Source: an optimization exercise on an open RTL-to-GDS flow (aim: small area). Production flows keep margins and buffers that such runs may drop. In this exercise RTL edits were held to simulation tests only and were not proved equivalent to the original. Power is estimated from default activity; no workload was simulated.

`constraint.sdc`:
```
create_clock -name core_clock -period 8.0 [get_ports {clk}]
set_input_delay 1.6000 -clock core_clock [delete_from_list [all_inputs] [get_ports {clk}]]
set_output_delay 1.6000 -clock core_clock [all_outputs]
set_load 0.01 [all_outputs]
```
`standard.sh`:
```
#!/bin/bash
# synth_recipe.tcl (not shown) runs the flow's synth.tcl, then flattens the netlist and writes it again
# the make line also repeats each setting of config.mk as NAME=value (left out here)
make -C /OpenROAD-flow-scripts/flow DESIGN_CONFIG=/design/flow/config.mk WORK_HOME=/design/flow/orfs CLKGATE_MAP_FILE= SYNTH_SCRIPT=/design/flow/synth_recipe.tcl "${@:-finish}"
```
`flow/run.sh`:
```
#!/bin/bash
set -euo pipefail
cd "$(dirname "$0")/.."
export BUFFER_PORTS_ARGS="-buffer_cell sky130_fd_sc_hd__buf_1"
export CTS_ARGS="-sink_clustering_enable -repair_clock_nets -buf_list sky130_fd_sc_hd__clkbuf_8 -root_buf sky130_fd_sc_hd__clkbuf_8 -dont_use_dummy_load"
export GLOBAL_PLACEMENT_ARGS="-keep_resize_below_overflow 0"
bash standard.sh > standard.log 2>&1
```
`design.v`:
```
package matrix_pkg;
    localparam int ELEM_W = 4;                    
    localparam int RES_W  = 9;                    
    typedef logic signed [ELEM_W-1:0] elem_t;     
    typedef logic signed [RES_W-1:0]  res_t;      
    typedef struct packed {
        elem_t m11;                               
        elem_t m12;                               
        elem_t m21;                               
        elem_t m22;                               
    } mat_in_t;
    typedef struct packed {
        res_t m11;
        res_t m12;
        res_t m21;
        res_t m22;
    } mat_out_t;
    typedef enum logic [2:0] {
        OP_ADD       = 3'd0,                      
        OP_SUB       = 3'd1,                      
        OP_SCALE     = 3'd2,                      
        OP_MUL       = 3'd3,                      
        OP_TRANSPOSE = 3'd4,                      
        OP_ADJ       = 3'd5,                      
        OP_DET       = 3'd6                       
    } op_t;
    typedef struct packed {
        mat_out_t sum;                            
        mat_out_t diff;                           
        mat_out_t scaled;                         
    } ew_results_t;
    function automatic res_t widen(input elem_t e);
        res_t w;
        w = e;                                    
        widen = w;
    endfunction
    function automatic mat_out_t widen_mat(input mat_in_t m);
        mat_out_t w;
        w.m11 = widen(m.m11);
        w.m12 = widen(m.m12);
        w.m21 = widen(m.m21);
        w.m22 = widen(m.m22);
        widen_mat = w;
    endfunction
endpackage
`timescale 1ns/1ps
module csa_fa (
    input  logic a,
    input  logic b,
    input  logic c,
    output logic s,
    output logic co
);
    assign s  = a ^ b ^ c;
    assign co = (a & b) | (a & c) | (b & c);
endmodule
module csa_ha (
    input  logic a,
    input  logic b,
    output logic s,
    output logic co
);
    assign s  = a ^ b;
    assign co = a & b;
endmodule
module pp_nor (
    input  logic an,
    input  logic bn,
    output logic y
);
    assign y = ~(an | bn);
endmodule
module out_nor (
    input  logic a,
    input  logic b,
    output logic y
);
    assign y = ~(a | b);
endmodule
module sel4 (
    input  logic [3:0] s,
    input  logic [3:0] d,
    output logic       y
);
    assign y = |(s & d);
endmodule
module sel5 (
    input  logic [4:0] s,
    input  logic [4:0] d,
    output logic       y
);
    assign y = |(s & d);
endmodule
module sel2 (
    input  logic [1:0] s,
    input  logic [1:0] d,
    output logic       y
);
    assign y = |(s & d);
endmodule
module csa_xnor (
    input  logic a,
    input  logic b,
    output logic y
);
    assign y = ~(a ^ b);
endmodule
module csa_or (
    input  logic a,
    input  logic b,
    output logic y
);
    assign y = a | b;
endmodule
module xgen_n (
    input  logic f,
    input  logic b,
    output logic yn
);
    assign yn = ~(f & b);
endmodule
module xgen_o (
    input  logic f,
    input  logic b,
    input  logic o,
    output logic y
);
    assign y = (f & b) | o;
endmodule
module sel4j (
    input  logic [3:0] s,
    input  logic [3:0] d,
    output logic       y
);
    assign y = (s[3] & d[3]) | (s[2] & d[2]) | ~(s[1] | d[1]) | (s[0] & d[0]);
endmodule
module inv_cell (
    input  logic a,
    output logic y
);
    assign y = ~a;
endmodule
module pp_and2 (
    input  logic a,
    input  logic b,
    output logic y
);
    assign y = a & b;
endmodule
module xor_cell (
    input  logic a,
    input  logic b,
    output logic y
);
    assign y = a ^ b;
endmodule
module zero8 (
    input  logic [7:0] d,
    output logic       z
);
    assign z = (d == 8'd0);
endmodule
`timescale 1ns/1ps
module matrix_alu (
    input  logic        clk,
    input  logic        reset,
    input  logic        start,
    input  logic [2:0]  op,
    input  logic [15:0] a,
    input  logic [15:0] b,
    input  logic [3:0]  scalar,
    output logic [35:0] result,
    output logic [8:0]  det,
    output logic        singular,
    output logic        done
);
    logic [2:0]  opr;       
    logic [15:0] ar;        
    logic [15:0] br;        
    always_ff @(posedge clk) begin
        if (reset) done <= 1'b0;
        else       done <= start;
    end
    always_ff @(posedge clk) begin
        if (reset)      opr <= 3'd7;
        else if (start) opr <= (op == 3'd7) ? 3'd6 : op;
    end
    logic ld, hd, ld_r, hd_r;
    assign ld   = start;
    assign hd   = ~start;
    assign ld_r = start & ~reset;                   
    assign hd_r = ~start & ~reset;
    logic [15:0] ar_d;
    for (genvar k = 0; k < 16; k++) begin : g_ain
        if (k >= 8) begin : g_r
            sel2 u_a (.s({ld_r, hd_r}), .d({a[k], ar[k]}), .y(ar_d[k]));
        end else begin : g_n
            sel2 u_a (.s({ld, hd}), .d({a[k], ar[k]}), .y(ar_d[k]));
        end
    end
    logic sel_b, sel_s, sel_t, sel_d, sel_o;
    assign sel_s = start & (op == 3'd2);
    assign sel_t = start & (op == 3'd4);
    assign sel_d = start & (op == 3'd5);
    assign sel_b = start & ~((op == 3'd2) | (op == 3'd4) | (op == 3'd5));    
    assign sel_o = sel_b;                                                    
    logic sel_dn;
    assign sel_dn = ~sel_d;
    logic [15:0] br_d;
    for (genvar k = 0; k < 4; k++) begin : g_bin
        sel5 u_11 (.s({sel_b, sel_s, sel_t, sel_d, hd}),
                   .d({b[12 + k], scalar[k], a[12 + k], a[k], br[12 + k]}), .y(br_d[12 + k]));
        sel4j u_12 (.s({sel_o, sel_t, sel_dn, hd}),
                    .d({b[8 + k], a[4 + k], a[8 + k], br[8 + k]}), .y(br_d[8 + k]));
        sel4j u_21 (.s({sel_o, sel_t, sel_dn, hd}),
                    .d({b[4 + k], a[8 + k], a[4 + k], br[4 + k]}), .y(br_d[4 + k]));
        sel5 u_22 (.s({sel_b, sel_s, sel_t, sel_d, hd}),
                   .d({b[k], scalar[k], a[k], a[12 + k], br[k]}), .y(br_d[k]));
    end
    always_ff @(posedge clk) begin
        ar <= ar_d;
        br <= br_d;
    end
    logic [3:0] a11, a12, a21, a22, b11, b12, b21, b22;
    assign {a11, a12, a21, a22} = ar;
    assign {b11, b12, b21, b22} = br;
    logic fa, fi, fn, en, cin_o, kill;
    assign fa    = (opr[2:1] == 2'b01);                     
    assign fn    = (opr == 3'd1);
    assign fi    = (opr == 3'd0) | (opr[2:1] == 2'b10);     
    assign en    = (opr[2:1] == 2'b00);                     
    assign cin_o = (opr == 3'd5);
    logic [3:0] x11, x12, x21, x22, x11_n, x12_n, x21_n, x22_n;
    logic       fin;
    assign fin = fi | fn;
    xgen_o u_x11_0 (.f(fa), .b(a11[0]), .o(fin), .y(x11[0]));
    xgen_o u_x22_0 (.f(fa), .b(a22[0]), .o(fin), .y(x22[0]));
    for (genvar k = 1; k < 4; k++) begin : g_xd
        xgen_o u_x11 (.f(fa), .b(a11[k]), .o(fn), .y(x11[k]));
        xgen_o u_x22 (.f(fa), .b(a22[k]), .o(fn), .y(x22[k]));
    end
    for (genvar k = 0; k < 4; k++) begin : g_xo
        xgen_n u_x12 (.f(fa), .b(a12[k]), .yn(x12_n[k]));
        xgen_n u_x21 (.f(fa), .b(a21[k]), .yn(x21_n[k]));
    end
    for (genvar k = 0; k < 4; k++) begin : g_xi
        inv_cell u_x11 (.a(x11[k]), .y(x11_n[k]));
        inv_cell u_x12 (.a(x12_n[k]), .y(x12[k]));
        inv_cell u_x21 (.a(x21_n[k]), .y(x21[k]));
        inv_cell u_x22 (.a(x22[k]), .y(x22_n[k]));
    end
    logic [3:0] v11, v12, v21, v22;
    assign v11 = {4{en}} & a11;
    assign v12 = {4{en}} & a12;
    assign v21 = {4{en}} & a21;
    assign v22 = {4{en}} & a22;
    logic [8:0] p11, p12, p21, p22;           
    logic [7:0] dv;
    wire [3:0] b11_n = ~b11;
    wire [3:0] b12_n = ~b12;
    wire [3:0] b21_n = ~b21;
    wire [3:0] b22_n = ~b22;
    wire pp_x110_b113;
    pp_nor u_pp_x110_b113 (.an(x11_n[0]), .bn(b11_n[3]), .y(pp_x110_b113));
    wire pp_x111_b113;
    pp_nor u_pp_x111_b113 (.an(x11_n[1]), .bn(b11_n[3]), .y(pp_x111_b113));
    wire pp_x112_b113;
    pp_nor u_pp_x112_b113 (.an(x11_n[2]), .bn(b11_n[3]), .y(pp_x112_b113));
    wire pp_x113_b110;
    pp_nor u_pp_x113_b110 (.an(x11_n[3]), .bn(b11_n[0]), .y(pp_x113_b110));
    wire pp_x113_b111;
    pp_nor u_pp_x113_b111 (.an(x11_n[3]), .bn(b11_n[1]), .y(pp_x113_b111));
    wire pp_x113_b112;
    pp_nor u_pp_x113_b112 (.an(x11_n[3]), .bn(b11_n[2]), .y(pp_x113_b112));
    wire pp_x120_b213;
    pp_nor u_pp_x120_b213 (.an(x12_n[0]), .bn(b21_n[3]), .y(pp_x120_b213));
    wire pp_x121_b213;
    pp_nor u_pp_x121_b213 (.an(x12_n[1]), .bn(b21_n[3]), .y(pp_x121_b213));
    wire pp_x122_b213;
    pp_nor u_pp_x122_b213 (.an(x12_n[2]), .bn(b21_n[3]), .y(pp_x122_b213));
    wire pp_x123_b211;
    pp_nor u_pp_x123_b211 (.an(x12_n[3]), .bn(b21_n[1]), .y(pp_x123_b211));
    wire pp_x123_b212;
    pp_nor u_pp_x123_b212 (.an(x12_n[3]), .bn(b21_n[2]), .y(pp_x123_b212));
    wire p11_0, p11_1;
    csa_xnor u_p11_0 (.a(~(x11[0] & b11[0])), .b(~((x12[0] & b21[0]) | v11[0])), .y(p11_0));
    csa_or u_p11_1 (.a(~(x11[0] & b11[0])), .b(~((x12[0] & b21[0]) | v11[0])), .y(p11_1));
    wire p11_2, p11_3;
    csa_fa u_p11_2 (.a(~(x11[0] & b11[1])), .b(~(x11[1] & b11[0])), .c(~(x12[0] & b21[1])), .s(p11_2), .co(p11_3));
    wire p11_4, p11_5;
    csa_fa u_p11_4 (.a(~((x12[1] & b21[0]) | v11[1])), .b(p11_1), .c(p11_2), .s(p11_4), .co(p11_5));
    wire p11_6, p11_7;
    csa_fa u_p11_6 (.a(~(x11[0] & b11[2])), .b(~(x11[1] & b11[1])), .c(~(x11[2] & b11[0])), .s(p11_6), .co(p11_7));
    wire p11_8, p11_9;
    csa_fa u_p11_8 (.a(~(x12[0] & b21[2])), .b(~(x12[1] & b21[1])), .c(~((x12[2] & b21[0]) | v11[2])), .s(p11_8), .co(p11_9));
    wire p11_10, p11_11;
    csa_fa u_p11_10 (.a(p11_3), .b(p11_6), .c(p11_8), .s(p11_10), .co(p11_11));
    wire p11_12, p11_13;
    csa_xnor u_p11_12 (.a(p11_5), .b(p11_10), .y(p11_12));
    csa_or u_p11_13 (.a(p11_5), .b(p11_10), .y(p11_13));
    wire p11_14, p11_15;
    csa_fa u_p11_14 (.a(pp_x110_b113), .b(~(x11[1] & b11[2])), .c(~(x11[2] & b11[1])), .s(p11_14), .co(p11_15));
    wire p11_16, p11_17;
    csa_fa u_p11_16 (.a(pp_x113_b110), .b(pp_x120_b213), .c(~(x12[1] & b21[2])), .s(p11_16), .co(p11_17));
    wire p11_18, p11_19;
    csa_fa u_p11_18 (.a(~(x12[2] & b21[1])), .b(((x12[3] & b21[0]) | v11[3])), .c(p11_7), .s(p11_18), .co(p11_19));
    wire p11_20, p11_21;
    csa_fa u_p11_20 (.a(p11_9), .b(p11_14), .c(p11_16), .s(p11_20), .co(p11_21));
    wire p11_22, p11_23;
    csa_fa u_p11_22 (.a(p11_11), .b(p11_18), .c(p11_20), .s(p11_22), .co(p11_23));
    wire p11_24, p11_25;
    csa_xnor u_p11_24 (.a(p11_13), .b(p11_22), .y(p11_24));
    csa_or u_p11_25 (.a(p11_13), .b(p11_22), .y(p11_25));
    wire p11_26, p11_27;
    csa_fa u_p11_26 (.a(pp_x111_b113), .b(~(x11[2] & b11[2])), .c(pp_x113_b111), .s(p11_26), .co(p11_27));
    wire p11_28, p11_29;
    csa_fa u_p11_28 (.a(pp_x121_b213), .b(~(x12[2] & b21[2])), .c(pp_x123_b211), .s(p11_28), .co(p11_29));
    wire p11_30, p11_31;
    csa_fa u_p11_30 (.a(p11_15), .b(p11_17), .c(p11_26), .s(p11_30), .co(p11_31));
    wire p11_32, p11_33;
    csa_fa u_p11_32 (.a(p11_28), .b(p11_19), .c(p11_21), .s(p11_32), .co(p11_33));
    wire p11_34, p11_35;
    csa_fa u_p11_34 (.a(p11_30), .b(p11_32), .c(p11_23), .s(p11_34), .co(p11_35));
    wire p11_36, p11_37;
    csa_xnor u_p11_36 (.a(p11_25), .b(p11_34), .y(p11_36));
    csa_or u_p11_37 (.a(p11_25), .b(p11_34), .y(p11_37));
    wire p11_38, p11_39;
    csa_ha u_p11_38 (.a(pp_x112_b113), .b(pp_x113_b112), .s(p11_38), .co(p11_39));
    wire p11_40, p11_41;
    csa_fa u_p11_40 (.a(pp_x122_b213), .b(pp_x123_b212), .c(p11_38), .s(p11_40), .co(p11_41));
    wire p11_42, p11_43;
    csa_fa u_p11_42 (.a(p11_27), .b(p11_29), .c(p11_40), .s(p11_42), .co(p11_43));
    wire p11_44, p11_45;
    csa_fa u_p11_44 (.a(p11_31), .b(p11_42), .c(p11_33), .s(p11_44), .co(p11_45));
    wire p11_46, p11_47;
    csa_fa u_p11_46 (.a(p11_44), .b(p11_35), .c(p11_37), .s(p11_46), .co(p11_47));
    wire p11_48, p11_49;
    csa_fa u_p11_48 (.a(~(x11[3] & b11[3])), .b(~(x12[3] & b21[3])), .c(p11_39), .s(p11_48), .co(p11_49));
    wire p11_50, p11_51;
    csa_fa u_p11_50 (.a(p11_41), .b(p11_48), .c(p11_43), .s(p11_50), .co(p11_51));
    wire p11_52, p11_53;
    csa_fa u_p11_52 (.a(p11_50), .b(p11_45), .c(p11_47), .s(p11_52), .co(p11_53));
    wire p11_54, p11_55;
    csa_fa u_p11_54 (.a(p11_49), .b(p11_51), .c(p11_53), .s(p11_54), .co(p11_55));
    wire p11_56 = ~p11_55;
    wire pp_x110_b123;
    pp_nor u_pp_x110_b123 (.an(x11_n[0]), .bn(b12_n[3]), .y(pp_x110_b123));
    wire pp_x111_b123;
    pp_nor u_pp_x111_b123 (.an(x11_n[1]), .bn(b12_n[3]), .y(pp_x111_b123));
    wire pp_x112_b123;
    pp_nor u_pp_x112_b123 (.an(x11_n[2]), .bn(b12_n[3]), .y(pp_x112_b123));
    wire pp_x113_b120;
    pp_nor u_pp_x113_b120 (.an(x11_n[3]), .bn(b12_n[0]), .y(pp_x113_b120));
    wire pp_x113_b121;
    pp_nor u_pp_x113_b121 (.an(x11_n[3]), .bn(b12_n[1]), .y(pp_x113_b121));
    wire pp_x113_b122;
    pp_nor u_pp_x113_b122 (.an(x11_n[3]), .bn(b12_n[2]), .y(pp_x113_b122));
    wire pp_x120_b223;
    pp_nor u_pp_x120_b223 (.an(x12_n[0]), .bn(b22_n[3]), .y(pp_x120_b223));
    wire pp_x121_b223;
    pp_nor u_pp_x121_b223 (.an(x12_n[1]), .bn(b22_n[3]), .y(pp_x121_b223));
    wire pp_x122_b223;
    pp_nor u_pp_x122_b223 (.an(x12_n[2]), .bn(b22_n[3]), .y(pp_x122_b223));
    wire pp_x123_b221;
    pp_nor u_pp_x123_b221 (.an(x12_n[3]), .bn(b22_n[1]), .y(pp_x123_b221));
    wire pp_x123_b222;
    pp_nor u_pp_x123_b222 (.an(x12_n[3]), .bn(b22_n[2]), .y(pp_x123_b222));
    wire p12_57, p12_58;
    csa_fa u_p12_57 (.a(~(x11[0] & b12[0])), .b(~((x12[0] & b22[0]) | v12[0])), .c(~cin_o), .s(p12_57), .co(p12_58));
    wire p12_59, p12_60;
    csa_fa u_p12_59 (.a(~(x11[0] & b12[1])), .b(~(x11[1] & b12[0])), .c(~(x12[0] & b22[1])), .s(p12_59), .co(p12_60));
    wire p12_61, p12_62;
    csa_fa u_p12_61 (.a(~((x12[1] & b22[0]) | v12[1])), .b(p12_58), .c(p12_59), .s(p12_61), .co(p12_62));
    wire p12_63, p12_64;
    csa_fa u_p12_63 (.a(~(x11[0] & b12[2])), .b(~(x11[1] & b12[1])), .c(~(x11[2] & b12[0])), .s(p12_63), .co(p12_64));
    wire p12_65, p12_66;
    csa_fa u_p12_65 (.a(~(x12[0] & b22[2])), .b(~(x12[1] & b22[1])), .c(~((x12[2] & b22[0]) | v12[2])), .s(p12_65), .co(p12_66));
    wire p12_67, p12_68;
    csa_fa u_p12_67 (.a(p12_60), .b(p12_63), .c(p12_65), .s(p12_67), .co(p12_68));
    wire p12_69, p12_70;
    csa_xnor u_p12_69 (.a(p12_62), .b(p12_67), .y(p12_69));
    csa_or u_p12_70 (.a(p12_62), .b(p12_67), .y(p12_70));
    wire p12_71, p12_72;
    csa_fa u_p12_71 (.a(pp_x110_b123), .b(~(x11[1] & b12[2])), .c(~(x11[2] & b12[1])), .s(p12_71), .co(p12_72));
    wire p12_73, p12_74;
    csa_fa u_p12_73 (.a(pp_x113_b120), .b(pp_x120_b223), .c(~(x12[1] & b22[2])), .s(p12_73), .co(p12_74));
    wire p12_75, p12_76;
    csa_fa u_p12_75 (.a(~(x12[2] & b22[1])), .b(((x12[3] & b22[0]) | v12[3])), .c(p12_64), .s(p12_75), .co(p12_76));
    wire p12_77, p12_78;
    csa_fa u_p12_77 (.a(p12_66), .b(p12_71), .c(p12_73), .s(p12_77), .co(p12_78));
    wire p12_79, p12_80;
    csa_fa u_p12_79 (.a(p12_68), .b(p12_75), .c(p12_77), .s(p12_79), .co(p12_80));
    wire p12_81, p12_82;
    csa_xnor u_p12_81 (.a(p12_70), .b(p12_79), .y(p12_81));
    csa_or u_p12_82 (.a(p12_70), .b(p12_79), .y(p12_82));
    wire p12_83, p12_84;
    csa_fa u_p12_83 (.a(pp_x111_b123), .b(~(x11[2] & b12[2])), .c(pp_x113_b121), .s(p12_83), .co(p12_84));
    wire p12_85, p12_86;
    csa_fa u_p12_85 (.a(pp_x121_b223), .b(~(x12[2] & b22[2])), .c(pp_x123_b221), .s(p12_85), .co(p12_86));
    wire p12_87, p12_88;
    csa_fa u_p12_87 (.a(p12_72), .b(p12_74), .c(p12_83), .s(p12_87), .co(p12_88));
    wire p12_89, p12_90;
    csa_fa u_p12_89 (.a(p12_85), .b(p12_76), .c(p12_78), .s(p12_89), .co(p12_90));
    wire p12_91, p12_92;
    csa_fa u_p12_91 (.a(p12_87), .b(p12_89), .c(p12_80), .s(p12_91), .co(p12_92));
    wire p12_93, p12_94;
    csa_xnor u_p12_93 (.a(p12_82), .b(p12_91), .y(p12_93));
    csa_or u_p12_94 (.a(p12_82), .b(p12_91), .y(p12_94));
    wire p12_95, p12_96;
    csa_ha u_p12_95 (.a(pp_x112_b123), .b(pp_x113_b122), .s(p12_95), .co(p12_96));
    wire p12_97, p12_98;
    csa_fa u_p12_97 (.a(pp_x122_b223), .b(pp_x123_b222), .c(p12_95), .s(p12_97), .co(p12_98));
    wire p12_99, p12_100;
    csa_fa u_p12_99 (.a(p12_84), .b(p12_86), .c(p12_97), .s(p12_99), .co(p12_100));
    wire p12_101, p12_102;
    csa_fa u_p12_101 (.a(p12_88), .b(p12_99), .c(p12_90), .s(p12_101), .co(p12_102));
    wire p12_103, p12_104;
    csa_fa u_p12_103 (.a(p12_101), .b(p12_92), .c(p12_94), .s(p12_103), .co(p12_104));
    wire p12_105, p12_106;
    csa_fa u_p12_105 (.a(~(x11[3] & b12[3])), .b(~(x12[3] & b22[3])), .c(p12_96), .s(p12_105), .co(p12_106));
    wire p12_107, p12_108;
    csa_fa u_p12_107 (.a(p12_98), .b(p12_105), .c(p12_100), .s(p12_107), .co(p12_108));
    wire p12_109, p12_110;
    csa_fa u_p12_109 (.a(p12_107), .b(p12_102), .c(p12_104), .s(p12_109), .co(p12_110));
    wire p12_111, p12_112;
    csa_fa u_p12_111 (.a(p12_106), .b(p12_108), .c(p12_110), .s(p12_111), .co(p12_112));
    wire p12_113 = ~p12_112;
    wire pp_x210_b113;
    pp_nor u_pp_x210_b113 (.an(x21_n[0]), .bn(b11_n[3]), .y(pp_x210_b113));
    wire pp_x211_b113;
    pp_nor u_pp_x211_b113 (.an(x21_n[1]), .bn(b11_n[3]), .y(pp_x211_b113));
    wire pp_x212_b113;
    pp_nor u_pp_x212_b113 (.an(x21_n[2]), .bn(b11_n[3]), .y(pp_x212_b113));
    wire pp_x213_b111;
    pp_nor u_pp_x213_b111 (.an(x21_n[3]), .bn(b11_n[1]), .y(pp_x213_b111));
    wire pp_x213_b112;
    pp_nor u_pp_x213_b112 (.an(x21_n[3]), .bn(b11_n[2]), .y(pp_x213_b112));
    wire pp_x220_b213;
    pp_nor u_pp_x220_b213 (.an(x22_n[0]), .bn(b21_n[3]), .y(pp_x220_b213));
    wire pp_x221_b213;
    pp_nor u_pp_x221_b213 (.an(x22_n[1]), .bn(b21_n[3]), .y(pp_x221_b213));
    wire pp_x222_b213;
    pp_nor u_pp_x222_b213 (.an(x22_n[2]), .bn(b21_n[3]), .y(pp_x222_b213));
    wire pp_x223_b210;
    pp_nor u_pp_x223_b210 (.an(x22_n[3]), .bn(b21_n[0]), .y(pp_x223_b210));
    wire pp_x223_b211;
    pp_nor u_pp_x223_b211 (.an(x22_n[3]), .bn(b21_n[1]), .y(pp_x223_b211));
    wire pp_x223_b212;
    pp_nor u_pp_x223_b212 (.an(x22_n[3]), .bn(b21_n[2]), .y(pp_x223_b212));
    wire p21_114, p21_115;
    csa_fa u_p21_114 (.a(~((x21[0] & b11[0]) | v21[0])), .b(~(x22[0] & b21[0])), .c(~cin_o), .s(p21_114), .co(p21_115));
    wire p21_116, p21_117;
    csa_fa u_p21_116 (.a(~(x21[0] & b11[1])), .b(~((x21[1] & b11[0]) | v21[1])), .c(~(x22[0] & b21[1])), .s(p21_116), .co(p21_117));
    wire p21_118, p21_119;
    csa_fa u_p21_118 (.a(~(x22[1] & b21[0])), .b(p21_115), .c(p21_116), .s(p21_118), .co(p21_119));
    wire p21_120, p21_121;
    csa_fa u_p21_120 (.a(~(x21[0] & b11[2])), .b(~(x21[1] & b11[1])), .c(~((x21[2] & b11[0]) | v21[2])), .s(p21_120), .co(p21_121));
    wire p21_122, p21_123;
    csa_fa u_p21_122 (.a(~(x22[0] & b21[2])), .b(~(x22[1] & b21[1])), .c(~(x22[2] & b21[0])), .s(p21_122), .co(p21_123));
    wire p21_124, p21_125;
    csa_fa u_p21_124 (.a(p21_117), .b(p21_120), .c(p21_122), .s(p21_124), .co(p21_125));
    wire p21_126, p21_127;
    csa_xnor u_p21_126 (.a(p21_119), .b(p21_124), .y(p21_126));
    csa_or u_p21_127 (.a(p21_119), .b(p21_124), .y(p21_127));
    wire p21_128, p21_129;
    csa_fa u_p21_128 (.a(pp_x210_b113), .b(~(x21[1] & b11[2])), .c(~(x21[2] & b11[1])), .s(p21_128), .co(p21_129));
    wire p21_130, p21_131;
    csa_fa u_p21_130 (.a(((x21[3] & b11[0]) | v21[3])), .b(pp_x220_b213), .c(~(x22[1] & b21[2])), .s(p21_130), .co(p21_131));
    wire p21_132, p21_133;
    csa_fa u_p21_132 (.a(~(x22[2] & b21[1])), .b(pp_x223_b210), .c(p21_121), .s(p21_132), .co(p21_133));
    wire p21_134, p21_135;
    csa_fa u_p21_134 (.a(p21_123), .b(p21_128), .c(p21_130), .s(p21_134), .co(p21_135));
    wire p21_136, p21_137;
    csa_fa u_p21_136 (.a(p21_125), .b(p21_132), .c(p21_134), .s(p21_136), .co(p21_137));
    wire p21_138, p21_139;
    csa_xnor u_p21_138 (.a(p21_127), .b(p21_136), .y(p21_138));
    csa_or u_p21_139 (.a(p21_127), .b(p21_136), .y(p21_139));
    wire p21_140, p21_141;
    csa_fa u_p21_140 (.a(pp_x211_b113), .b(~(x21[2] & b11[2])), .c(pp_x213_b111), .s(p21_140), .co(p21_141));
    wire p21_142, p21_143;
    csa_fa u_p21_142 (.a(pp_x221_b213), .b(~(x22[2] & b21[2])), .c(pp_x223_b211), .s(p21_142), .co(p21_143));
    wire p21_144, p21_145;
    csa_fa u_p21_144 (.a(p21_129), .b(p21_131), .c(p21_140), .s(p21_144), .co(p21_145));
    wire p21_146, p21_147;
    csa_fa u_p21_146 (.a(p21_142), .b(p21_133), .c(p21_135), .s(p21_146), .co(p21_147));
    wire p21_148, p21_149;
    csa_fa u_p21_148 (.a(p21_144), .b(p21_146), .c(p21_137), .s(p21_148), .co(p21_149));
    wire p21_150, p21_151;
    csa_xnor u_p21_150 (.a(p21_139), .b(p21_148), .y(p21_150));
    csa_or u_p21_151 (.a(p21_139), .b(p21_148), .y(p21_151));
    wire p21_152, p21_153;
    csa_ha u_p21_152 (.a(pp_x212_b113), .b(pp_x213_b112), .s(p21_152), .co(p21_153));
    wire p21_154, p21_155;
    csa_fa u_p21_154 (.a(pp_x222_b213), .b(pp_x223_b212), .c(p21_152), .s(p21_154), .co(p21_155));
    wire p21_156, p21_157;
    csa_fa u_p21_156 (.a(p21_141), .b(p21_143), .c(p21_154), .s(p21_156), .co(p21_157));
    wire p21_158, p21_159;
    csa_fa u_p21_158 (.a(p21_145), .b(p21_156), .c(p21_147), .s(p21_158), .co(p21_159));
    wire p21_160, p21_161;
    csa_fa u_p21_160 (.a(p21_158), .b(p21_149), .c(p21_151), .s(p21_160), .co(p21_161));
    wire p21_162, p21_163;
    csa_fa u_p21_162 (.a(~(x21[3] & b11[3])), .b(~(x22[3] & b21[3])), .c(p21_153), .s(p21_162), .co(p21_163));
    wire p21_164, p21_165;
    csa_fa u_p21_164 (.a(p21_155), .b(p21_162), .c(p21_157), .s(p21_164), .co(p21_165));
    wire p21_166, p21_167;
    csa_fa u_p21_166 (.a(p21_164), .b(p21_159), .c(p21_161), .s(p21_166), .co(p21_167));
    wire p21_168, p21_169;
    csa_fa u_p21_168 (.a(p21_163), .b(p21_165), .c(p21_167), .s(p21_168), .co(p21_169));
    wire p21_170 = ~p21_169;
    wire pp_x210_b123;
    pp_nor u_pp_x210_b123 (.an(x21_n[0]), .bn(b12_n[3]), .y(pp_x210_b123));
    wire pp_x211_b123;
    pp_nor u_pp_x211_b123 (.an(x21_n[1]), .bn(b12_n[3]), .y(pp_x211_b123));
    wire pp_x212_b123;
    pp_nor u_pp_x212_b123 (.an(x21_n[2]), .bn(b12_n[3]), .y(pp_x212_b123));
    wire pp_x213_b121;
    pp_nor u_pp_x213_b121 (.an(x21_n[3]), .bn(b12_n[1]), .y(pp_x213_b121));
    wire pp_x213_b122;
    pp_nor u_pp_x213_b122 (.an(x21_n[3]), .bn(b12_n[2]), .y(pp_x213_b122));
    wire pp_x220_b223;
    pp_nor u_pp_x220_b223 (.an(x22_n[0]), .bn(b22_n[3]), .y(pp_x220_b223));
    wire pp_x221_b223;
    pp_nor u_pp_x221_b223 (.an(x22_n[1]), .bn(b22_n[3]), .y(pp_x221_b223));
    wire pp_x222_b223;
    pp_nor u_pp_x222_b223 (.an(x22_n[2]), .bn(b22_n[3]), .y(pp_x222_b223));
    wire pp_x223_b220;
    pp_nor u_pp_x223_b220 (.an(x22_n[3]), .bn(b22_n[0]), .y(pp_x223_b220));
    wire pp_x223_b221;
    pp_nor u_pp_x223_b221 (.an(x22_n[3]), .bn(b22_n[1]), .y(pp_x223_b221));
    wire pp_x223_b222;
    pp_nor u_pp_x223_b222 (.an(x22_n[3]), .bn(b22_n[2]), .y(pp_x223_b222));
    wire p22_171, p22_172;
    csa_xnor u_p22_171 (.a(~((x21[0] & b12[0]) | v22[0])), .b(~(x22[0] & b22[0])), .y(p22_171));
    csa_or u_p22_172 (.a(~((x21[0] & b12[0]) | v22[0])), .b(~(x22[0] & b22[0])), .y(p22_172));
    wire p22_173, p22_174;
    csa_fa u_p22_173 (.a(~(x21[0] & b12[1])), .b(~((x21[1] & b12[0]) | v22[1])), .c(~(x22[0] & b22[1])), .s(p22_173), .co(p22_174));
    wire p22_175, p22_176;
    csa_fa u_p22_175 (.a(~(x22[1] & b22[0])), .b(p22_172), .c(p22_173), .s(p22_175), .co(p22_176));
    wire p22_177, p22_178;
    csa_fa u_p22_177 (.a(~(x21[0] & b12[2])), .b(~(x21[1] & b12[1])), .c(~((x21[2] & b12[0]) | v22[2])), .s(p22_177), .co(p22_178));
    wire p22_179, p22_180;
    csa_fa u_p22_179 (.a(~(x22[0] & b22[2])), .b(~(x22[1] & b22[1])), .c(~(x22[2] & b22[0])), .s(p22_179), .co(p22_180));
    wire p22_181, p22_182;
    csa_fa u_p22_181 (.a(p22_174), .b(p22_177), .c(p22_179), .s(p22_181), .co(p22_182));
    wire p22_183, p22_184;
    csa_xnor u_p22_183 (.a(p22_176), .b(p22_181), .y(p22_183));
    csa_or u_p22_184 (.a(p22_176), .b(p22_181), .y(p22_184));
    wire p22_185, p22_186;
    csa_fa u_p22_185 (.a(pp_x210_b123), .b(~(x21[1] & b12[2])), .c(~(x21[2] & b12[1])), .s(p22_185), .co(p22_186));
    wire p22_187, p22_188;
    csa_fa u_p22_187 (.a(((x21[3] & b12[0]) | v22[3])), .b(pp_x220_b223), .c(~(x22[1] & b22[2])), .s(p22_187), .co(p22_188));
    wire p22_189, p22_190;
    csa_fa u_p22_189 (.a(~(x22[2] & b22[1])), .b(pp_x223_b220), .c(p22_178), .s(p22_189), .co(p22_190));
    wire p22_191, p22_192;
    csa_fa u_p22_191 (.a(p22_180), .b(p22_185), .c(p22_187), .s(p22_191), .co(p22_192));
    wire p22_193, p22_194;
    csa_fa u_p22_193 (.a(p22_182), .b(p22_189), .c(p22_191), .s(p22_193), .co(p22_194));
    wire p22_195, p22_196;
    csa_xnor u_p22_195 (.a(p22_184), .b(p22_193), .y(p22_195));
    csa_or u_p22_196 (.a(p22_184), .b(p22_193), .y(p22_196));
    wire p22_197, p22_198;
    csa_fa u_p22_197 (.a(pp_x211_b123), .b(~(x21[2] & b12[2])), .c(pp_x213_b121), .s(p22_197), .co(p22_198));
    wire p22_199, p22_200;
    csa_fa u_p22_199 (.a(pp_x221_b223), .b(~(x22[2] & b22[2])), .c(pp_x223_b221), .s(p22_199), .co(p22_200));
    wire p22_201, p22_202;
    csa_fa u_p22_201 (.a(p22_186), .b(p22_188), .c(p22_197), .s(p22_201), .co(p22_202));
    wire p22_203, p22_204;
    csa_fa u_p22_203 (.a(p22_199), .b(p22_190), .c(p22_192), .s(p22_203), .co(p22_204));
    wire p22_205, p22_206;
    csa_fa u_p22_205 (.a(p22_201), .b(p22_203), .c(p22_194), .s(p22_205), .co(p22_206));
    wire p22_207, p22_208;
    csa_xnor u_p22_207 (.a(p22_196), .b(p22_205), .y(p22_207));
    csa_or u_p22_208 (.a(p22_196), .b(p22_205), .y(p22_208));
    wire p22_209, p22_210;
    csa_ha u_p22_209 (.a(pp_x212_b123), .b(pp_x213_b122), .s(p22_209), .co(p22_210));
    wire p22_211, p22_212;
    csa_fa u_p22_211 (.a(pp_x222_b223), .b(pp_x223_b222), .c(p22_209), .s(p22_211), .co(p22_212));
    wire p22_213, p22_214;
    csa_fa u_p22_213 (.a(p22_198), .b(p22_200), .c(p22_211), .s(p22_213), .co(p22_214));
    wire p22_215, p22_216;
    csa_fa u_p22_215 (.a(p22_202), .b(p22_213), .c(p22_204), .s(p22_215), .co(p22_216));
    wire p22_217, p22_218;
    csa_fa u_p22_217 (.a(p22_215), .b(p22_206), .c(p22_208), .s(p22_217), .co(p22_218));
    wire p22_219, p22_220;
    csa_fa u_p22_219 (.a(~(x21[3] & b12[3])), .b(~(x22[3] & b22[3])), .c(p22_210), .s(p22_219), .co(p22_220));
    wire p22_221, p22_222;
    csa_fa u_p22_221 (.a(p22_212), .b(p22_219), .c(p22_214), .s(p22_221), .co(p22_222));
    wire p22_223, p22_224;
    csa_fa u_p22_223 (.a(p22_221), .b(p22_216), .c(p22_218), .s(p22_223), .co(p22_224));
    wire p22_225, p22_226;
    csa_fa u_p22_225 (.a(p22_220), .b(p22_222), .c(p22_224), .s(p22_225), .co(p22_226));
    wire p22_227 = ~p22_226;
    wire pa_a110_a220;
    pp_and2 u_pa_a110_a220 (.a(a11[0]), .b(a22[0]), .y(pa_a110_a220));
    wire pa_a110_a221;
    pp_and2 u_pa_a110_a221 (.a(a11[0]), .b(a22[1]), .y(pa_a110_a221));
    wire pa_a110_a222;
    pp_and2 u_pa_a110_a222 (.a(a11[0]), .b(a22[2]), .y(pa_a110_a222));
    wire pa_a111_a220;
    pp_and2 u_pa_a111_a220 (.a(a11[1]), .b(a22[0]), .y(pa_a111_a220));
    wire pa_a111_a221;
    pp_and2 u_pa_a111_a221 (.a(a11[1]), .b(a22[1]), .y(pa_a111_a221));
    wire pa_a111_a222;
    pp_and2 u_pa_a111_a222 (.a(a11[1]), .b(a22[2]), .y(pa_a111_a222));
    wire pa_a112_a220;
    pp_and2 u_pa_a112_a220 (.a(a11[2]), .b(a22[0]), .y(pa_a112_a220));
    wire pa_a112_a221;
    pp_and2 u_pa_a112_a221 (.a(a11[2]), .b(a22[1]), .y(pa_a112_a221));
    wire pa_a112_a222;
    pp_and2 u_pa_a112_a222 (.a(a11[2]), .b(a22[2]), .y(pa_a112_a222));
    wire pa_a113_a223;
    pp_and2 u_pa_a113_a223 (.a(a11[3]), .b(a22[3]), .y(pa_a113_a223));
    wire pa_a120_a213;
    pp_and2 u_pa_a120_a213 (.a(a12[0]), .b(a21[3]), .y(pa_a120_a213));
    wire pa_a121_a213;
    pp_and2 u_pa_a121_a213 (.a(a12[1]), .b(a21[3]), .y(pa_a121_a213));
    wire pa_a122_a213;
    pp_and2 u_pa_a122_a213 (.a(a12[2]), .b(a21[3]), .y(pa_a122_a213));
    wire pa_a123_a210;
    pp_and2 u_pa_a123_a210 (.a(a12[3]), .b(a21[0]), .y(pa_a123_a210));
    wire pa_a123_a211;
    pp_and2 u_pa_a123_a211 (.a(a12[3]), .b(a21[1]), .y(pa_a123_a211));
    wire pa_a123_a212;
    pp_and2 u_pa_a123_a212 (.a(a12[3]), .b(a21[2]), .y(pa_a123_a212));
    wire d_228, d_229;
    csa_xnor u_d_228 (.a(pa_a110_a220), .b(~(a12[0] & a21[0])), .y(d_228));
    csa_or u_d_229 (.a(pa_a110_a220), .b(~(a12[0] & a21[0])), .y(d_229));
    wire d_230, d_231;
    csa_xnor u_d_230 (.a(pa_a110_a221), .b(pa_a111_a220), .y(d_230));
    csa_or u_d_231 (.a(pa_a110_a221), .b(pa_a111_a220), .y(d_231));
    wire d_232, d_233;
    csa_fa u_d_232 (.a(~(a12[0] & a21[1])), .b(~(a12[1] & a21[0])), .c(d_229), .s(d_232), .co(d_233));
    wire d_234, d_235;
    csa_ha u_d_234 (.a(d_230), .b(d_232), .s(d_234), .co(d_235));
    wire d_236, d_237;
    csa_xnor u_d_236 (.a(pa_a110_a222), .b(pa_a111_a221), .y(d_236));
    csa_or u_d_237 (.a(pa_a110_a222), .b(pa_a111_a221), .y(d_237));
    wire d_238, d_239;
    csa_fa u_d_238 (.a(pa_a112_a220), .b(~(a12[0] & a21[2])), .c(~(a12[1] & a21[1])), .s(d_238), .co(d_239));
    wire d_240, d_241;
    csa_fa u_d_240 (.a(~(a12[2] & a21[0])), .b(d_231), .c(d_236), .s(d_240), .co(d_241));
    wire d_242, d_243;
    csa_fa u_d_242 (.a(d_238), .b(d_233), .c(d_240), .s(d_242), .co(d_243));
    wire d_244, d_245;
    csa_ha u_d_244 (.a(d_235), .b(d_242), .s(d_244), .co(d_245));
    wire d_246, d_247;
    csa_xnor u_d_246 (.a(~(a11[0] & a22[3])), .b(pa_a111_a222), .y(d_246));
    csa_or u_d_247 (.a(~(a11[0] & a22[3])), .b(pa_a111_a222), .y(d_247));
    wire d_248, d_249;
    csa_fa u_d_248 (.a(pa_a112_a221), .b(~(a11[3] & a22[0])), .c(pa_a120_a213), .s(d_248), .co(d_249));
    wire d_250, d_251;
    csa_fa u_d_250 (.a(~(a12[1] & a21[2])), .b(~(a12[2] & a21[1])), .c(pa_a123_a210), .s(d_250), .co(d_251));
    wire d_252, d_253;
    csa_fa u_d_252 (.a(d_237), .b(d_246), .c(d_239), .s(d_252), .co(d_253));
    wire d_254, d_255;
    csa_fa u_d_254 (.a(d_248), .b(d_250), .c(d_241), .s(d_254), .co(d_255));
    wire d_256, d_257;
    csa_fa u_d_256 (.a(d_252), .b(d_254), .c(d_243), .s(d_256), .co(d_257));
    wire d_258, d_259;
    csa_ha u_d_258 (.a(d_245), .b(d_256), .s(d_258), .co(d_259));
    wire d_260, d_261;
    csa_xnor u_d_260 (.a(~(a11[1] & a22[3])), .b(pa_a112_a222), .y(d_260));
    csa_or u_d_261 (.a(~(a11[1] & a22[3])), .b(pa_a112_a222), .y(d_261));
    wire d_262, d_263;
    csa_fa u_d_262 (.a(~(a11[3] & a22[1])), .b(pa_a121_a213), .c(~(a12[2] & a21[2])), .s(d_262), .co(d_263));
    wire d_264, d_265;
    csa_fa u_d_264 (.a(pa_a123_a211), .b(d_247), .c(d_260), .s(d_264), .co(d_265));
    wire d_266, d_267;
    csa_fa u_d_266 (.a(d_249), .b(d_251), .c(d_262), .s(d_266), .co(d_267));
    wire d_268, d_269;
    csa_fa u_d_268 (.a(d_264), .b(d_253), .c(d_266), .s(d_268), .co(d_269));
    wire d_270, d_271;
    csa_fa u_d_270 (.a(d_255), .b(d_268), .c(d_257), .s(d_270), .co(d_271));
    wire d_272, d_273;
    csa_ha u_d_272 (.a(d_259), .b(d_270), .s(d_272), .co(d_273));
    wire d_274, d_275;
    csa_fa u_d_274 (.a(~(a11[2] & a22[3])), .b(~(a11[3] & a22[2])), .c(pa_a122_a213), .s(d_274), .co(d_275));
    wire d_276, d_277;
    csa_fa u_d_276 (.a(pa_a123_a212), .b(d_261), .c(d_263), .s(d_276), .co(d_277));
    wire d_278, d_279;
    csa_fa u_d_278 (.a(d_274), .b(d_265), .c(d_267), .s(d_278), .co(d_279));
    wire d_280, d_281;
    csa_fa u_d_280 (.a(d_276), .b(d_278), .c(d_269), .s(d_280), .co(d_281));
    wire d_282, d_283;
    csa_fa u_d_282 (.a(d_280), .b(d_271), .c(d_273), .s(d_282), .co(d_283));
    wire d_284, d_285;
    csa_fa u_d_284 (.a(pa_a113_a223), .b(~(a12[3] & a21[3])), .c(d_275), .s(d_284), .co(d_285));
    wire d_286, d_287;
    csa_fa u_d_286 (.a(d_277), .b(d_284), .c(d_279), .s(d_286), .co(d_287));
    wire d_288, d_289;
    csa_fa u_d_288 (.a(d_286), .b(d_281), .c(d_283), .s(d_288), .co(d_289));
    wire d_290;
    xor_cell u_d_290 (.a(d_285), .b(d_287), .y(d_290));
    wire d_291;
    xor_cell u_d_291 (.a(d_290), .b(d_289), .y(d_291));
    assign p11 = {p11_56, p11_54, p11_52, p11_46, p11_36, p11_24, p11_12, p11_4, p11_0};
    assign p12 = {p12_113, p12_111, p12_109, p12_103, p12_93, p12_81, p12_69, p12_61, p12_57};
    assign p21 = {p21_170, p21_168, p21_166, p21_160, p21_150, p21_138, p21_126, p21_118, p21_114};
    assign p22 = {p22_227, p22_225, p22_223, p22_217, p22_207, p22_195, p22_183, p22_175, p22_171};
    assign dv = {d_291, d_288, d_282, d_272, d_258, d_244, d_234, d_228};
    logic zero_det;
    zero8 u_zero (.d(dv), .z(zero_det));
    assign kill     = (opr == 3'd5) & zero_det;
    logic [35:0] p_all;
    assign p_all = {p11, p12, p21, p22};
    for (genvar i = 0; i < 36; i++) begin : g_res
        out_nor u_nor (.a(p_all[i]), .b(kill), .y(result[i]));
    end
    assign det      = {dv[7], dv};
    assign singular = zero_det & (opr != 3'd7);
endmodule
```
`config.mk`:
```
export PLATFORM = sky130hd
export DESIGN_NAME = matrix_alu
export DESIGN_NICKNAME = matrix_alu
export VERILOG_FILES = /design/flow/design.v
export SDC_FILE = /design/flow/constraint.sdc
export NUM_CORES = 4
export LEC_CHECK = 0
export CAP_MARGIN = 20
export CORE_MARGIN = 2
export CORE_UTILIZATION = 40
export SLEW_MARGIN = 20
export SYNTH_HIERARCHICAL = 1
```
==> impl_metrics.ini, run 1 <==
[outcome]
outcome = no timing/DRC/antenna violations

[route]
drt-initial-drc-count = 353
final_antenna_net_count = 0
firstDrtPassIters = 8
route.detailed.drc = 0
wl_per_cell_microns = 18.1
wl_microns = 14700
viasPerCell = 5.37
via_count = 4359

[critical_path]
crit_fanout = 16
critPathKind = reg -> out
endpoint_kind = output pin
start_kind = flip-flop
crit_required_ns = 6.40
arrival_ns = 5.76
reg2regPathDepth = 2

[floorplanning]
initial_core_util = 0.413
die_h_microns = 119
top_level_ports = 89
coreArea_sq_mm = 0.0127
rows = 41
dieWidth_microns = 119
die_area_sq_mm = 0.0141

[grt]
grt_start_max_net_pins = 36
grt_overflow = 0
antenna_found_initial = 0
grt_pass1_wl_microns = 24500
grtUsageTotal = 0.221
grt_pass1_vias = 4643

[synthesis]
synthArstFlopShare = 0
synthCells = 559
seq_area_frac_synth = 0.137
syn_avg_cell_area_sq_um = 9.40
synth_cell_types = 30
yosys_warnings = 7
synth_ff_type = dfxtp_1
syn_area_sq_mm = 0.00525
synth_nets = 725
ys_seq_elements = 36
synth_edf_count = 0

[clocking]
htree_levels = 2
cts_root_buf = clkbuf_8
cts.path.max_buffers = 2
postCtsSetupBuffers = 0
clkTransAtPathRegs_ns = 0.08
postCtsResizedCells = 0
postCtsHoldBufs = 0
cts_inserted_buffers = 5
numClockSinks = 36
cts_tree = yes
clock_latency_ns = 0.27

[power]
fin_total_pwr_mw = 0.892
power.density_mw_per_mm2 = 154
ir_worst_vdd_uv = 69.9
p_leak_nw = 2.17

[cells_and_area]
final_core_util = 0.456
layout-drive-gt1-share = 0.0235
area_growth_pct = 10.5
num_antenna_cells = 0
stdcell_area_sq_mm = 0.00581
layout.nets = 807

[worst_hold_path]
hold_path_class = reg -> reg
hold_depth = 2

[place]
io_buffers = 88
placed_area_sq_mm = 0.00573
dp_hpwl_microns = 12500
place_congestion = 0.951

[timing]
relSlewSlack = 0.397
hold_ws_ns = 0.559
clock-skew-final_ns = 0
finalCriticalPeriod_ns = 7.36
worst_pin_slew_ns = 0.898
setup_viol = 0
finalHoldViolCount = 0
max_freq_mhz = 136
fin_crit_sh = 0.920
drv_slew = 0
rsz0062_at_grt = false

[job]
max_cap_violations = 0
==> area by class of cell <==
cell class                      count  area (sq um)
Fill cell                        1308          6920
Multi-Input combinational cell    467          4290
Sequential cell                    36           721
Timing Repair Buffer               90           358
Tap cell                          172           215
Inverter                           41           154
Clock buffer                        5          68.8
==> routing by layer <==
layer  part of all wire  track usage
met1               0.43        0.312
met2               0.48        0.365
met3              0.066       0.0246
met4              0.023       0.0528
met5                  0            0
==> stage by stage <==
step                cells  setup TNS [ns]  setup slack, ns
global route          811               0            0.338
floorplan             559               0            0.806
finish                811               0            0.644
CTS                   810               0            0.332
global placement      804           -2.42          -0.0834
detailed placement    805               0            0.652
==> report_power, final <==
part / switching, mW / total, mW / internal, mW
Clock: 0.0570 / 0.113 / 0.0561
Sequential: 0.0460 / 0.244 / 0.198
Combinational: 0.311 / 0.535 / 0.224
Total: 0.414 / 0.892 / 0.477
==> final timing paths <==
kind	from	to	slack, ns
min	opr[0]	opr[0]	0.56
max	opr[1]	result[7]	0.64
min reg2reg	opr[0]	opr[0]	0.56
max reg2reg	br[12]	br[12]	6.95
==> Yosys stat by module, one instance, submodules excluded, excerpt <==
module      flip-flops and latches  times used  area, sq um
sel5                             0           8         21.3
matrix_alu                      36           1         1500
zero8                            0           1         18.8
out_nor                          0          36         3.75
csa_fa                           0         116         20.0
xor_cell                         0           2         8.76
sel4j                            0           8         18.8
==> kinds of logic after synthesis <==
logic type	after synthesis	synth area share
simple gates	245	0.198
fa+ha+maj	124	0.461
compound gates	76	0.119
buf+inv	56	0.0481
flops	36	0.137
xor+xnor	21	0.0350
mux	1	0.00191
==> critical path, cell delays in order (launching register included) <==
cell	delay, ns
dfxtp_1	0.43
inv_1	0.16
nor2_2	0.53
nand2_1	0.30
inv_1	0.28
nand2_1	0.11
fa_1	0.48
fa_1	0.44
fa_1	0.53
fa_1	0.45
or2_1	0.26
fa_1	0.41
fa_1	0.40
fa_1	0.46
nor2_1	0.10
buf_1	0.15
==> cell usage after synthesis, drive strengths merged, types with 2 or more instances <==
| library cell | number | share of area |
|---|---|---|
| or2 | 20 | 0.024 |
| nand2b | 3 | 0.0036 |
| xnor2 | 19 | 0.032 |
| a222oi | 8 | 0.015 |
| inv | 41 | 0.029 |
| ha | 8 | 0.019 |
| buf | 11 | 0.016 |
| and2 | 17 | 0.020 |
| o211ai | 9 | 0.013 |
| nor2 | 90 | 0.066 |
| nand2 | 111 | 0.079 |
| clkbuf | 4 | 0.0029 |
| dfxtp | 36 | 0.14 |
| xor2 | 2 | 0.0033 |
| fa | 116 | 0.44 |
| a22o | 20 | 0.034 |
| or4 | 2 | 0.0029 |
| a21o | 8 | 0.011 |
| a22oi | 28 | 0.040 |
==> flip-flops by register name (all words and copies together), names as in the netlist <==
| register | count |
|---|---|
| br | 16 |
| opr | 3 |
| ar | 16 |
| done | 1 |
==> layout by cell type, fill, tap and decap left out <==
cell	n
fa_1	116
nand2_1	111
buf_1	88
nor2_1	87
inv_1	41
dfxtp_1	36
a22oi_1	28
xnor2_1	19
or2_1	19
and2_1	17
a22o_1	16
o211ai_1	9
a222oi_1	8
a21o_1	8
ha_1	8
clkbuf_8	5
a22o_2	4
nand2b_1	3
nor2_4	2
xor2_1	2
or4_1	2
nand3b_1	1
o211a_1	1
a31oi_1	1
nor2_2	1
nor3_1	1
or2_2	1
o221ai_1	1
mux2i_1	1
buf_12	1
buf_4	1
==> run 2, diff against run 1 <==
==> flow/run.sh (replaced) <==
#!/bin/bash
set -euo pipefail
cd "$(dirname "$0")/.."
export BUFFER_PORTS_ARGS="-buffer_cell sky130_fd_sc_hd__buf_1"
export CTS_ARGS="-repair_clock_nets -buf_list sky130_fd_sc_hd__clkbuf_4 -root_buf sky130_fd_sc_hd__clkbuf_4 -dont_use_dummy_load"
export GLOBAL_PLACEMENT_ARGS="-keep_resize_below_overflow 0"
bash standard.sh > standard.log 2>&1
==> impl_metrics.ini, run 2 <==
[timing]
max_freq_mhz = 134
fin_crit_sh = 0.935
clock-skew-final_ns = 0
setup_viol = 0
hold_ws_ns = 0.564
relSlewSlack = 0.395
worst_pin_slew_ns = 0.901
finalHoldViolCount = 0
rsz0062_at_grt = false
drv_slew = 0
finalCriticalPeriod_ns = 7.48

[cells_and_area]
layout-drive-gt1-share = 0.0235
reg_top3 = ar (16), br (16), opr (3)
final_cell_mix = fa_1, nand2_1, buf_1
final_core_util = 0.454
layout.nets = 807
area_growth_pct = 9.93
num_antenna_cells = 0
layout_commonest_cell = fa_1

[clocking]
postCtsHoldBufs = 0
clock_latency_ns = 0.34
numClockSinks = 36
cts_tree = yes
clkTransAtPathRegs_ns = 0.12
cts_inserted_buffers = 5
htree_levels = 2
cts.path.max_buffers = 2
cts_root_buf = clkbuf_4
postCtsSetupBuffers = 0

[power]
p_leak_nw = 2.16
ir_worst_vdd_uv = 59.5
power.density_mw_per_mm2 = 150

[synthesis]
synth_top_cell_area_share = 0.442
synth_cell_types = 30
seq_area_frac_synth = 0.137
synth_area_leaders = fa_1, dfxtp_1, nand2_1
synth_edf_count = 0
syn_area_sq_mm = 0.00525
synth_ff_type = dfxtp_1
syn_avg_cell_area_sq_um = 9.40
synthArstFlopShare = 0
netlist_top_cells_count = fa_1, nand2_1, nor2_1
yosysMostFrequentCell = fa_1
synth_nets = 725
synthCells = 559
yosysTopAreaCell = fa_1
ys_seq_elements = 36
yosys_warnings = 7

[critical_path]
critPathKind = reg -> out
crit_required_ns = 6.40
crit_fanout = 16
start_kind = flip-flop
r2r_slack_ns = 6.94
endpoint_kind = output pin
arrival_ns = 5.88

[place]
io_buffers = 88
dp_hpwl_microns = 12500
place_congestion = 0.951

[floorplanning]
rows = 41
top_level_ports = 89
die_area_sq_mm = 0.0141
initial_core_util = 0.413
coreArea_sq_mm = 0.0127
die_h_microns = 119
dieWidth_microns = 119

[outcome]
outcome = no timing/DRC/antenna violations

[route]
route.detailed.drc = 0
wl_microns = 14800
drt-initial-drc-count = 293
final_antenna_net_count = 0
via_count = 4332
wl_per_cell_microns = 18.2
viasPerCell = 5.34
firstDrtPassIters = 5

[grt]
grt_overflow = 0
grtUsageTotal = 0.222
antenna_found_initial = 0
grt_start_max_net_pins = 36
grt_pass1_wl_microns = 24600
grt_pass1_vias = 4657

[worst_hold_path]
hold_path_class = reg -> reg

[job]
max_cap_violations = 0
run 2: cell counts after synthesis:
Identical to the previous run, type by type.
run 2: power breakdown:
group / switching, mW / leakage [nW] / internal (mW) / total [mW]
combinational: 0.312 / 1.84 / 0.224 / 0.536
clock: 0.0574 / 0.0230 / 0.0294 / 0.0868
sequential: 0.0462 / 0.301 / 0.198 / 0.244
total: 0.416 / 2.16 / 0.451 / 0.867
run 2: timing repair:
action / 4_1_cts / 5_1_grt
endpoints found under the hold margin: 0 / 0
gates resized for setup: 0 / 1
setup endpoints to repair: 0 / 5
run 2: path summary, 6_finish.rpt:
kind / startpoint / endpoint / cells past startpoint
min reg2reg: opr[0] / opr[0] / 2
min: opr[0] / opr[0] / 2
max reg2reg: br[12] / br[12] / 2
max: opr[1] / result[7] / 15
run 2: area by class of cell:
cell class                      instances  area [sq um]
Tap cell                              172           215
Sequential cell                        36           721
Timing Repair Buffer                   90           358
Inverter                               41           154
Multi-Input combinational cell        467          4290
Fill cell                            1313          6950
Clock buffer                            5          37.5
run 2: critical path, stage by stage, from the launching register on:
cell and delay, ns:
dfxtp_1 0.45, inv_1 0.17, nor2_2 0.53, nand2_1 0.30, inv_1 0.29, a22oi_1 0.17, fa_1 0.48, fa_1 0.43
fa_1 0.44, fa_1 0.47, or2_1 0.26, fa_1 0.41, fa_1 0.40, fa_1 0.46, nor2_1 0.10, buf_1 0.15
run 2: Yosys stat by module (local to each module, per instance):
module / cells / times used / cell area, sq um
csa_ha: 1 / 8 / 12.5
xgen_o: 1 / 8 / 7.51
csa_fa: 1 / 116 / 20.0
out_nor: 1 / 36 / 3.75
pp_and2: 1 / 16 / 6.26
xor_cell: 1 / 2 / 8.76
sel2: 1 / 16 / 8.76
sel5: 3 / 8 / 21.3
xgen_n: 1 / 8 / 3.75
matrix_alu: 200 / 1 / 1500
inv_cell: 1 / 16 / 3.75
sel4j: 3 / 8 / 18.8
csa_xnor: 1 / 19 / 8.76
csa_or: 1 / 19 / 6.26
pp_nor: 1 / 44 / 3.75
zero8: 3 / 1 / 18.8
run 2: stage by stage:
| stage | power, mW | TNS, ns | std cells | instance area (sq um) | setup slack, ns |
|---|---|---|---|---|---|
| 2_1_floorplan | 0.665 | 0 | 559 | 5250 | 0.806 |
| 4_1_cts | 0.880 | 0 | 810 | 5760 | 0.258 |
| 3_3_place_gp | 0.783 | -2.42 | 804 | 5700 | -0.0834 |
| 5_1_grt | 0.962 | 0 | 811 | 5770 | 0.248 |
| 3_5_place_dp | 0.796 | 0 | 805 | 5730 | 0.652 |
| 6_report | 0.867 | 0 | 811 | 5770 | 0.519 |
run 2: cells by family (layout without fill, tap and decap cells):
logic type | after synthesis | after routing | synth area share
AOI/OAI and AO/OA | 76 | 76 | 0.119
xor gates and xnor gates | 21 | 21 | 0.0350
adders and majority gates | 124 | 124 | 0.461
buffers and inverters | 56 | 136 | 0.0481
DFF | 36 | 36 | 0.137
muxes | 1 | 1 | 0.00191
and+or+nand+nor | 245 | 245 | 0.198
run 2: per-layer routing:
layer	track usage	vias up	wire length (microns)
met5	0	-	0
met4	0.0573	0	367
met3	0.0275	25	917
met2	0.365	165	6890
li1	-	1971	-
met1	0.313	2171	6610
==> run 3, diff against run 2 <==
==> flow/run.sh (replaced) <==
#!/bin/bash
set -euo pipefail
cd "$(dirname "$0")/.."
export BUFFER_PORTS_ARGS="-buffer_cell sky130_fd_sc_hd__buf_1"
export CTS_ARGS="-sink_clustering_enable -sink_clustering_size 10 -sink_clustering_max_diameter 50 -sink_clustering_levels 1 -repair_clock_nets -buf_list sky130_fd_sc_hd__clkbuf_4 -root_buf sky130_fd_sc_hd__clkbuf_8 -dont_use_dummy_load"
export GLOBAL_PLACEMENT_ARGS="-keep_resize_below_overflow 0"
bash standard.sh > standard.log 2>&1
==> impl_metrics.ini, run 3 <==
[outcome]
outcome = no timing/DRC/antenna violations

[grt]
grtUsageTotal = 0.221
grt_start_max_net_pins = 36
grt_pass1_wl_microns = 24500
grt_pass1_vias = 4643
grt_overflow = 0
antenna_found_initial = 0

[synthesis]
yosys_warnings = 7
synth_area_leaders = fa_1, dfxtp_1, nand2_1
synth-simple-area-share = 0.198
synth_fa_ha_area_frac = 0.461
syn_avg_cell_area_sq_um = 9.40
ys_seq_elements = 36
synth_ff_type = dfxtp_1
muxShareOfSynthArea = 0.00191
synth-compound-area-share = 0.119
synth_top_family_by_area = adder cells
syn_area_sq_mm = 0.00525
synthArstFlopShare = 0
yosysTopAreaCell = fa_1
synthCells = 559
yosysMostFrequentCell = fa_1
synth_cell_types = 30
synth_edf_count = 0
netlist_top_cells_count = fa_1, nand2_1, nor2_1
synth_top_cell_area_share = 0.442
seq_area_frac_synth = 0.137
synth_nets = 725
synth-xor-area-share = 0.0350

[place]
dp_hpwl_microns = 12500
pre_cts_slack_ns = 0.652
place_congestion = 0.951
dp.cells = 805
io_buffers = 88

[cells_and_area]
area_growth_pct = 10.5
final-seq-area_sq_um = 721
final_core_util = 0.456
instances_no_fill = 811
layout.nets = 807
fill_cells = 1308
layout_commonest_cell = fa_1
num_antenna_cells = 0
reg_top3 = ar (16), br (16), opr (3)
multiInputGateArea_sq_mm = 0.00429
final_cell_mix = fa_1, nand2_1, buf_1
layout-drive-gt1-share = 0.0235

[critical_path]
r2r-start = br[12]
critPathKind = reg -> out
crit_required_ns = 6.40
arrival_ns = 5.76
critPathSlowestCell = nor2_2
crit_top_cell = fa_1
path_cells = inv_1, nor2_2, nand2_1, inv_1, nand2_1, fa_1, fa_1, fa_1, fa_1, or2_1, fa_1, fa_1, fa_1, nor2_1, buf_1
cpPeakStageDelay_ns = 0.53
crit_fanout = 16
endpoint_kind = output pin
critPathLaunch = opr[1]
start_kind = flip-flop

[timing]
setup_ws_ns = 0.644
finalCriticalPeriod_ns = 7.36
rsz0062_at_grt = false
finalHoldViolCount = 0
worst_pin_slew_ns = 0.898
max_freq_mhz = 136
hold_ws_ns = 0.559
fin_crit_sh = 0.920
clock-skew-final_ns = 0
drv_slew = 0
relSlewSlack = 0.397
fin_tns_setup_ns = 0
setup_viol = 0

[clocking]
cts_inserted_buffers = 5
postCtsHoldBufs = 0
cts_root_buf = clkbuf_8
cts_tree = yes
clkTransAtPathRegs_ns = 0.08
numClockSinks = 36
clock_latency_ns = 0.27
cts.path.max_buffers = 2
htree_levels = 2

[route]
firstDrtPassIters = 8
wl_microns = 14700
drt-initial-drc-count = 353
wl_per_cell_microns = 18.1
viasPerCell = 5.37
final_antenna_net_count = 0
route.detailed.drc = 0
via_count = 4359

[worst_hold_path]
min_from = opr[0]
hold_path_class = reg -> reg

[floorplanning]
rows = 41
initial_core_util = 0.413
coreArea_sq_mm = 0.0127
die_area_sq_mm = 0.0141
dieWidth_microns = 119
die_h_microns = 119
top_level_ports = 89

[power]
power.density_mw_per_mm2 = 154
ir_worst_vdd_uv = 69.9
p_leak_nw = 2.17

[job]
max_cap_violations = 0
run 3: cell counts after synthesis:
Identical to the previous run, type by type.
run 3: layout make-up:
cell class	count	area share
multi-input combinational	467	0.739
sequential	36	0.124
timing repair buffer	90	0.0616
tap	172	0.0371
inverter	41	0.0265
clock buffer	5	0.0119
run 3: cells by family (layout without fill, tap and decap cells):
group / after synthesis / in the layout
AOI/OAI and AO/OA: 76 / 76
xor gates and xnor gates: 21 / 21
adders and majority gates: 124 / 124
buffers and inverters: 56 / 136
DFF: 36 / 36
muxes: 1 / 1
and+or+nand+nor: 245 / 245
run 3: per-stage QoR:
step | power, mW | area, sq um
3_3_place_gp | 0.783 | 5700
3_5_place_dp | 0.796 | 5730
5_1_grt | 0.991 | 5810
4_1_cts | 0.909 | 5800
6_report | 0.892 | 5810
2_1_floorplan | 0.665 | 5250
run 3: routing by layer:
| metal | up-vias | routed length, microns | global-route usage |
|---|---|---|---|
| li1 | 1974 | - | - |
| met2 | 189 | 6980 | 0.365 |
| met1 | 2173 | 6370 | 0.312 |
| met5 | - | 0 | 0 |
| met3 | 23 | 964 | 0.0246 |
| met4 | 0 | 340 | 0.0528 |
run 3: Yosys stat by module (local to each module, per instance), excerpt:
module	flip-flops and latches	area, sq um	cells
csa_fa	0	20.0	1
csa_or	0	6.26	1
inv_cell	0	3.75	1
sel4j	0	18.8	3
sel5	0	21.3	3
zero8	0	18.8	3
run 3: what timing repair did:
action / in CTS / in global routing
resized for setup: 0 / 1
setup buffers: 0 / 0
setup endpoints to repair: 0 / 1
run 3: worst max-delay path: cells and delay by family (launching register included):
kind          cells  cell delay [ns]
fa+ha+maj         7             3.17
buf+inv           3             0.59
flops             1             0.43
simple gates      5             1.30
run 3: final timing paths:
kind               endpoint  slack, ns  cells past startpoint
hold reg to reg      opr[0]       0.56                      2
setup reg to reg     br[12]       6.95                      2
setup / recovery  result[7]       0.64                     15
hold / removal       opr[0]       0.56                      2
run 3: power breakdown:
group	total [mW]	internal (mW)	switching, mW
combinational	0.535	0.224	0.311
sequential	0.244	0.198	0.0460
clock	0.113	0.0561	0.0570
total	0.892	0.477	0.414

## static timing again, ports no longer ideal
Ports are ideal in the flow. The routed layouts listed here were re-timed in OpenROAD. Step 1 (the two cells are an assumption about what drives the block):
set clk [get_ports {clk}]
set_driving_cell -lib_cell sky130_fd_sc_hd__clkbuf_16 $clk
set_driving_cell -lib_cell sky130_fd_sc_hd__buf_2 [delete_from_list [all_inputs] $clk]
Step 2 moves the port delays by t, midway between the first and last clock arrival at a register: inputs arrive t later, outputs are due t later. That takes back most of the time a late clock gives input paths. Slacks: ideal / step 1 / step 2; pairs: ideal / step 1.
run | t, ns | setup slack, ns | clock arrival spread, ns
run 1 | 0.303 | 0.644 / 0.617 / 0.920 | 0.016 / 0.016
run 2 | 0.370 | 0.519 / 0.495 / 0.866 | 0.023 / 0.023
run 3 | 0.303 | 0.644 / 0.617 / 0.920 | 0.016 / 0.016
After both steps setup and hold are still met in every run listed.
